This is an optimization exercise on Yosys and OpenROAD, whose aim is small area, a short achievable clock period and few clock cycles per item, not a production implementation.
The RTL was checked by simulation tests, not by an equivalence proof against the original design.
Power is estimated from default activity; no workload was simulated.

==> flow/design.v <==
package bsis_pkg;
  localparam int unsigned LW   = 5;    
  localparam int unsigned STW  = 7;    
  localparam int unsigned CHW  = 24;   
  localparam int unsigned IDXW = 16;   
endpackage
module bitonic_sort_index_sequencer_core
#(
  parameter int unsigned MAX_LOG_SIZE = 16,
  parameter int unsigned MAX_STEP     = 64
) (
  input  logic            clk_i,
  input  logic            rst_ni,
  input  logic            psel,
  input  logic            penable,
  input  logic            pwrite,
  input  logic [2:0]      paddr,
  input  logic [31:0]     pwdata,
  output logic [31:0]     prdata,
  output logic            pready,
  input  logic            in_valid_i,
  output logic            in_stall_o,
  input  logic [bsis_pkg::CHW-1:0]  chunk_index_i,
  output logic            out_valid_o,
  input  logic            out_stall_i,
  output logic [bsis_pkg::IDXW-1:0] element_index_o,
  output logic            past_end_o,
  output logic            last_o
);
  logic [4:0] log_q;
  logic [6:0] step_q;
  logic       sel_q;
  logic       cfg_wr;
  assign cfg_wr = psel && penable && pwrite;
  always_ff @(posedge clk_i or negedge rst_ni) begin
    if (!rst_ni) begin
      log_q  <= 5'd4;
      step_q <= 7'd8;
    end else if (cfg_wr) begin
      if (paddr[2]) step_q <= pwdata[6:0];
      else          log_q  <= pwdata[4:0];
    end
  end
  always_ff @(posedge clk_i) sel_q <= paddr[2];
  assign prdata = sel_q ? {25'd0, step_q} : {27'd0, log_q};
  assign pready = 1'b1;
  logic [4:0] n_eff;
  logic [6:0] s_eff;
  logic [5:0] km1;      
  assign n_eff = (log_q > 5'd16) ? 5'd16 : log_q;
  assign s_eff = (step_q == 7'd0) ? 7'd1 : (step_q > 7'd64) ? 7'd64 : step_q;
  assign km1   = 6'(s_eff - 7'd1);
  logic       valid_q, act_q, pend_q, chk_q, pseek_q, mbusy_q, ev_q;
  logic [2:0] ds_q;
  logic [15:0] o_q;       
  logic        past_o_q, last_q;
  logic [5:0]  k_q;       
  logic        kz_q;      
  logic [14:0] m_q;       
  logic [15:0] sm_q;      
  logic        flip_q, sh_q, fr_q, past_q;   
  logic [24:0] e_q;       
  logic [30:0] p_q;       
  logic [6:0]  mc_q;      
  logic [4:0]  ac_q;      
  localparam logic [2:0] D_IDLE = 3'd0, D_S1 = 3'd1, D_S2 = 3'd2, D_M1 = 3'd3, D_M2 = 3'd4,
                         D_FILL = 3'd5;
  assign in_stall_o      = pend_q;
  assign out_valid_o     = valid_q;
  assign element_index_o = o_q;
  assign past_end_o      = past_o_q;
  assign last_o          = last_q;
  logic accept, consec, advance, produce, chunk_end, start_c, start_s, far, shok;
  logic [4:0]  ac_dec;
  logic [24:0] p_inc;
  assign accept    = in_valid_i && !pend_q;
  assign consec    = ev_q && ({1'b0, p_q[23:0]} == e_q);
  assign p_inc     = {1'b0, p_q[23:0]} + 25'd1;
  assign advance   = !valid_q || !out_stall_i;
  assign produce   = advance && act_q;
  assign chunk_end = produce && kz_q;
  assign start_c   = pend_q && !chk_q && !pseek_q && (!act_q || chunk_end);
  assign start_s   = pend_q && !chk_q && pseek_q && !mbusy_q && !act_q && advance && (ds_q == D_IDLE);
  assign far       = (|p_q[30:24]) || (|mc_q) || (n_eff == 5'd0) ||
                     ((n_eff == 5'd16) && p_q[23] && (|p_q[22:19]));    
  assign ac_dec    = ac_q - 5'd1;
  assign shok      = ac_q != 5'd0;
  logic [15:0] mf, topm, tg, hi, lo, inc_in, tm, ohs, clr, nxt;
  logic [15:0] inc, pa1, pa2, pa3;
  logic [16:0] smx;
  logic        f_se, f_b1, f_bs;
  logic        se_q, b1_q, bs_q, we_q;
  logic        case_a, case_b, use_mask;
  assign mf        = {m_q[14:0], 1'b1};
  assign topm      = mf & ~{1'b0, m_q};
  assign tg        = flip_q ? mf : topm;
  assign lo        = o_q ^ tg;
  assign hi        = o_q ^ tg;
  assign ohs       = {sm_q[14:0], 1'b1} & ~sm_q[15:0];
  assign smx       = {sm_q, 1'b1};
  assign f_se      = &(o_q | ~{1'b0, m_q});                    
  assign f_b1      = &(o_q[15:1] | ~sm_q[15:1]);       
  assign f_bs      = |(o_q & ohs);                     
  assign case_a    = se_q && m_q[0];
  assign case_b    = se_q && !m_q[0];
  assign inc_in    = {lo[15:1], lo[0] | case_b};
  assign pa1       = inc_in & {inc_in[14:0], 1'b1};
  assign pa2       = pa1 & {pa1[13:0], 2'b11};
  assign pa3       = pa2 & {pa2[11:0], 4'hf};
  assign tm        = pa3 & {pa3[7:0], 8'hff};
  assign inc       = inc_in ^ {tm[14:0], 1'b1};
  assign use_mask  = case_a || (case_b && b1_q && bs_q);
  assign clr       = case_a ? {1'b0, m_q} : {sm_q[14:0], 1'b1};
  assign nxt       = use_mask ? (lo & ~clr) : inc[15:0];
  logic [9:0]  w, x, r;
  logic [13:0] st;
  logic [10:0] d;
  logic        neg, s_gt_n, sleaf;
  logic [14:0] ohm;       
  logic [9:0]  xs, xs1, x_q, x_d;
  logic [4:0]  xm;
  logic [14:0] ohm1;      
  logic [15:0] mx;
  assign w      = p_q[23:14];
  assign st     = p_q[13:0];
  assign ohm    = m_q & ~{1'b0, m_q[14:1]};
  assign ohm1   = {1'b0, ohm[14:1]};
  assign mx     = {1'b0, m_q};
  assign s_gt_n = mx[n_eff - 5'd1];
  assign sleaf  = m_q[0] && !m_q[1];    
  always_comb begin
    xs  = '0;
    xs1 = '0;
    xm  = '0;
    for (int i = 0; i < 15; i++) begin
      if (ohm[i]) begin
        xs = xs | 10'((i + 2) * (i + 1));
        xm = xm | 5'(2 * (i + 1));
      end
      if (ohm1[i]) xs1 = xs1 | 10'((i + 2) * (i + 1));
    end
    x = x_q;
    case (ds_q)
      D_S1:    x_d = neg ? (sleaf ? 10'd4 : xs1) : xs;
      D_S2:    x_d = (neg && !sleaf) ? xs1 : 10'd4;
      D_M1:    x_d = neg ? 10'd2 : {5'd0, xm};
      D_M2:    x_d = 10'd4;
      default: x_d = 10'd2;
    endcase
    if (start_s) x_d = 10'd240;
  end
  assign d   = {1'b0, w} - {1'b0, x};
  assign neg = d[10];
  assign r   = neg ? w : d[9:0];
  logic dshift, lshift, lbit, ddone;
  always_comb begin
    dshift = 1'b0;
    lshift = 1'b0;
    lbit   = 1'b0;
    ddone  = 1'b0;
    case (ds_q)
      D_S1:   begin dshift = neg; lshift = neg; ddone = !neg && s_gt_n; end
      D_S2:   begin dshift = neg; lshift = neg; lbit = 1'b1; end
      D_M1:   begin lshift = neg; ddone = neg && !m_q[0]; end
      D_M2:   begin dshift = 1'b1; lshift = 1'b1; lbit = !neg; end
      D_FILL: begin dshift = 1'b1; lshift = 1'b1; lbit = !neg; ddone = !shok; end
      default: ;
    endcase
    dshift = dshift && shok;
    if (start_s && far) ddone = 1'b1;
  end
  always_ff @(posedge clk_i or negedge rst_ni) begin
    if (!rst_ni) begin
      valid_q <= 1'b0;
      act_q   <= 1'b0;
      pend_q  <= 1'b0;
      chk_q   <= 1'b0;
      pseek_q <= 1'b0;
      mbusy_q <= 1'b0;
      ev_q    <= 1'b0;
      ds_q    <= D_IDLE;
    end else begin
      if (advance) valid_q <= produce;
      chk_q <= accept;
      if (accept) begin
        pend_q  <= 1'b1;
        mbusy_q <= 1'b1;
      end else if (chk_q) begin
        pseek_q <= !consec;
        if (consec) mbusy_q <= 1'b0;
      end else if (mbusy_q && !shok) begin
        mbusy_q <= 1'b0;
      end
      if (ddone) begin
        act_q  <= 1'b1;
        pend_q <= 1'b0;
        ds_q   <= D_IDLE;
        ev_q   <= 1'b1;
      end else begin
        if (start_c) begin
          act_q  <= 1'b1;
          pend_q <= 1'b0;
        end else if (chunk_end) begin
          act_q <= 1'b0;
        end
        if (start_s) begin
          ds_q <= D_S1;
        end else begin
          case (ds_q)
            D_S1:   if (neg && sleaf) ds_q <= D_M1;
                    else if (!neg) ds_q <= D_S2;
            D_S2:   if (neg && !sleaf) ds_q <= D_S1;
                    else ds_q <= D_M1;
            D_M1:   ds_q <= neg ? D_FILL : D_M2;
            D_M2:   ds_q <= D_M1;
            default: ;
          endcase
        end
      end
      if (cfg_wr) ev_q <= 1'b0;
    end
  end
  logic [6:0] madd, msum, mcy;
  assign madd = p_q[0] ? s_eff : 7'd0;
  assign msum = p_q[30:24] ^ mc_q ^ madd;
  assign mcy  = (p_q[30:24] & mc_q) | (p_q[30:24] & madd) | (mc_q & madd);
  always_ff @(posedge clk_i) begin
    if (chk_q) e_q <= p_inc;
    if (!sh_q) begin
      se_q <= f_se;
      b1_q <= f_b1;
      bs_q <= f_bs;
      we_q <= f_se && !m_q[0] && f_b1 && smx[n_eff];
    end
    if (produce) begin
      last_q <= kz_q;
      k_q    <= k_q - 6'd1;
      kz_q   <= (k_q == 6'd1);
      fr_q   <= 1'b0;
      if (past_q || (sh_q && we_q)) begin
        o_q      <= '0;
        past_o_q <= 1'b1;
        past_q   <= 1'b1;
      end else begin
        past_o_q <= 1'b0;
        if (!sh_q) begin
          if (!fr_q) begin
            o_q  <= hi;
            sh_q <= 1'b1;
          end
        end else begin
          o_q  <= nxt;
          sh_q <= 1'b0;
          if (case_a) begin
            m_q    <= m_q >> 1;
            flip_q <= 1'b0;
          end else if (case_b) begin
            m_q    <= (b1_q && !bs_q) ? 15'd0 : (tm[15:1] & sm_q[14:0]);
            flip_q <= b1_q;
            if (b1_q) sm_q <= bs_q ? {sm_q[14:0], 1'b1} : 16'd1;
          end
        end
      end
    end
    if (start_c || start_s) begin
      k_q  <= km1;
      kz_q <= (km1 == 6'd0);
    end
    x_q <= x_d;
    if (!pend_q) begin
      p_q  <= {7'd0, chunk_index_i};
      mc_q <= '0;
      ac_q <= 5'd23;
    end else if (mbusy_q) begin
      p_q  <= {1'b0, msum, p_q[23:1]};
      mc_q <= mcy;
      ac_q <= ac_dec;
    end else if (start_s) begin
      ac_q <= 5'd14;
    end else if (ds_q != D_IDLE) begin
      if (dshift) begin
        p_q[23:0] <= {r[8:0], st, 1'b0};
        ac_q      <= ac_dec;
      end else begin
        p_q[23:14] <= r;
      end
    end
    if (start_s) begin
      sm_q   <= '1;
      m_q    <= '1;
      past_q <= far;
    end
    if (ds_q != D_IDLE) begin
      if (lshift) o_q <= {o_q[14:0], lbit};
      if ((ds_q == D_S1 || ds_q == D_S2) && neg) begin
        sm_q <= sm_q >> 1;
        m_q  <= m_q >> 1;
      end
      if (ds_q == D_S2 && !neg) flip_q <= 1'b1;
      if (ds_q == D_M2) begin
        m_q    <= m_q >> 1;
        flip_q <= 1'b0;
      end
      if (ds_q == D_S1 && !neg && s_gt_n) past_q <= 1'b1;
      if (ddone) begin
        sh_q <= 1'b0;
        fr_q <= !w[0];
      end
    end
  end
endmodule
Settings: LEC_CHECK=0, CAP_MARGIN=20, CORE_MARGIN=2, CORE_UTILIZATION=65, CTS_BUF_LIST=sky130_fd_sc_hd__clkbuf_8, CTS_CLUSTER_DIAMETER=100, CTS_CLUSTER_SIZE=30, SETUP_SLACK_MARGIN=5, SLEW_MARGIN=20; clock period 8.0 ns.
standard.sh (not shown) runs the stock make flow with config.mk's settings and CLKGATE_MAP_FILE= SYNTH_SCRIPT=/design/flow/synth_recipe.tcl, a recipe that flattens the netlist after the stock synthesis.
==> flow/flow/run.sh <==
#!/bin/bash
# The standard layout (standard synthesis, floorplan, placement, CTS, routing), with two
# changes: the ports are buffered with sky130_fd_sc_hd__buf_2 cells instead of the delay buffer
# buffer_ports picks by default (every input and output port still gets its own buffer), and
# clock tree synthesis adds no dummy loads. The full output of the run goes to flow.log here.
set -euo pipefail
bash standard.sh \
  "BUFFER_PORTS_ARGS=-buffer_cell sky130_fd_sc_hd__buf_2" \
  "CTS_ARGS=-sink_clustering_enable -repair_clock_nets -sink_clustering_size 30 -sink_clustering_max_diameter 100 -buf_list sky130_fd_sc_hd__clkbuf_8 -dont_use_dummy_load" \
  finish > flow.log 2>&1
Testbench counts at the start, summed over its fixed seeds: cycles 144,866, items 135,995.
Edit:
--- a/flow/design.v
+++ b/flow/design.v
@@ -62,5 +62,4 @@
   logic [24:0] e_q;       
   logic [30:0] p_q;       
-  logic [6:0]  mc_q;      
   logic [4:0]  ac_q;      
   localparam logic [2:0] D_IDLE = 3'd0, D_S1 = 3'd1, D_S2 = 3'd2, D_M1 = 3'd3, D_M2 = 3'd4,
@@ -82,10 +81,10 @@
   assign start_c   = pend_q && !chk_q && !pseek_q && (!act_q || chunk_end);
   assign start_s   = pend_q && !chk_q && pseek_q && !mbusy_q && !act_q && advance && (ds_q == D_IDLE);
-  assign far       = (|p_q[30:24]) || (|mc_q) || (n_eff == 5'd0) ||
+  assign far       = (|p_q[30:24]) || (n_eff == 5'd0) ||
                      ((n_eff == 5'd16) && p_q[23] && (|p_q[22:19]));    
   assign ac_dec    = ac_q - 5'd1;
   assign shok      = ac_q != 5'd0;
   logic [15:0] mf, topm, tg, hi, lo, inc_in, tm, ohs, clr, nxt;
-  logic [15:0] inc, pa1, pa2, pa3;
+  logic [16:0] inc;
   logic [16:0] smx;
   logic        f_se, f_b1, f_bs;
@@ -105,9 +104,6 @@
   assign case_b    = se_q && !m_q[0];
   assign inc_in    = {lo[15:1], lo[0] | case_b};
-  assign pa1       = inc_in & {inc_in[14:0], 1'b1};
-  assign pa2       = pa1 & {pa1[13:0], 2'b11};
-  assign pa3       = pa2 & {pa2[11:0], 4'hf};
-  assign tm        = pa3 & {pa3[7:0], 8'hff};
-  assign inc       = inc_in ^ {tm[14:0], 1'b1};
+  assign inc       = {1'b0, inc_in} + 17'd1;
+  assign tm        = inc_in & ~inc[15:0];
   assign use_mask  = case_a || (case_b && b1_q && bs_q);
   assign clr       = case_a ? {1'b0, m_q} : {sm_q[14:0], 1'b1};
@@ -221,8 +217,6 @@
     end
   end
-  logic [6:0] madd, msum, mcy;
-  assign madd = p_q[0] ? s_eff : 7'd0;
-  assign msum = p_q[30:24] ^ mc_q ^ madd;
-  assign mcy  = (p_q[30:24] & mc_q) | (p_q[30:24] & madd) | (mc_q & madd);
+  logic [7:0] msum;
+  assign msum = {1'b0, p_q[30:24]} + (p_q[0] ? {1'b0, s_eff} : 8'd0);
   always_ff @(posedge clk_i) begin
     if (chk_q) e_q <= p_inc;
@@ -270,9 +264,7 @@
     if (!pend_q) begin
       p_q  <= {7'd0, chunk_index_i};
-      mc_q <= '0;
       ac_q <= 5'd23;
     end else if (mbusy_q) begin
-      p_q  <= {1'b0, msum, p_q[23:1]};
-      mc_q <= mcy;
+      p_q  <= {msum, p_q[23:1]};
       ac_q <= ac_dec;
     end else if (start_s) begin
Result: Fmax increases slightly. Worst hold slack hardly moves. Sequential cell count decreases by 6. Routed wire length decreases by roughly a tenth. Setup slack improves by 0.040 ns. Die area decreases by a few percent. Area after synthesis decreases by a few percent. Cell area decreases by a few percent. Clock power decreases by a few percent. Core utilization increases by 0.44 points. Power decreases by a few percent.
Testbench counts after the change, summed over its fixed seeds: cycles 144,866, items 135,995.

-- afterwards: timing with drivers on the ports --
No port has a modelled driver above. Below, the same layouts with a new extraction and two added sets of constraints.
Step 1 (the two cells are an assumption about what drives the block):
set clk [get_ports {clk_i}]
set_driving_cell -lib_cell sky130_fd_sc_hd__clkbuf_16 $clk
set_driving_cell -lib_cell sky130_fd_sc_hd__buf_2 [delete_from_list [all_inputs] $clk]
Step 2, shift: input delay + t, output delay - t, t = (earliest + latest rising clock arrival at the registers) / 2. This alone moves slack from input paths to output paths.
Three values: ideal, step 1, step 2; two values: the first two.
| run | t, ns | setup WS [ns] | worst setup path at the end |
|---|---|---|---|
| the first run | 0.505 | 5.001 / 4.956 / 4.572 | input to register |
| the second run | 0.492 | 5.041 / 4.996 / 4.605 | input to register |
After both steps every run listed still meets setup and hold. The setup slack of the second run, which loses most, moves by -0.045 ns with the drivers and by -0.436 ns with both steps.
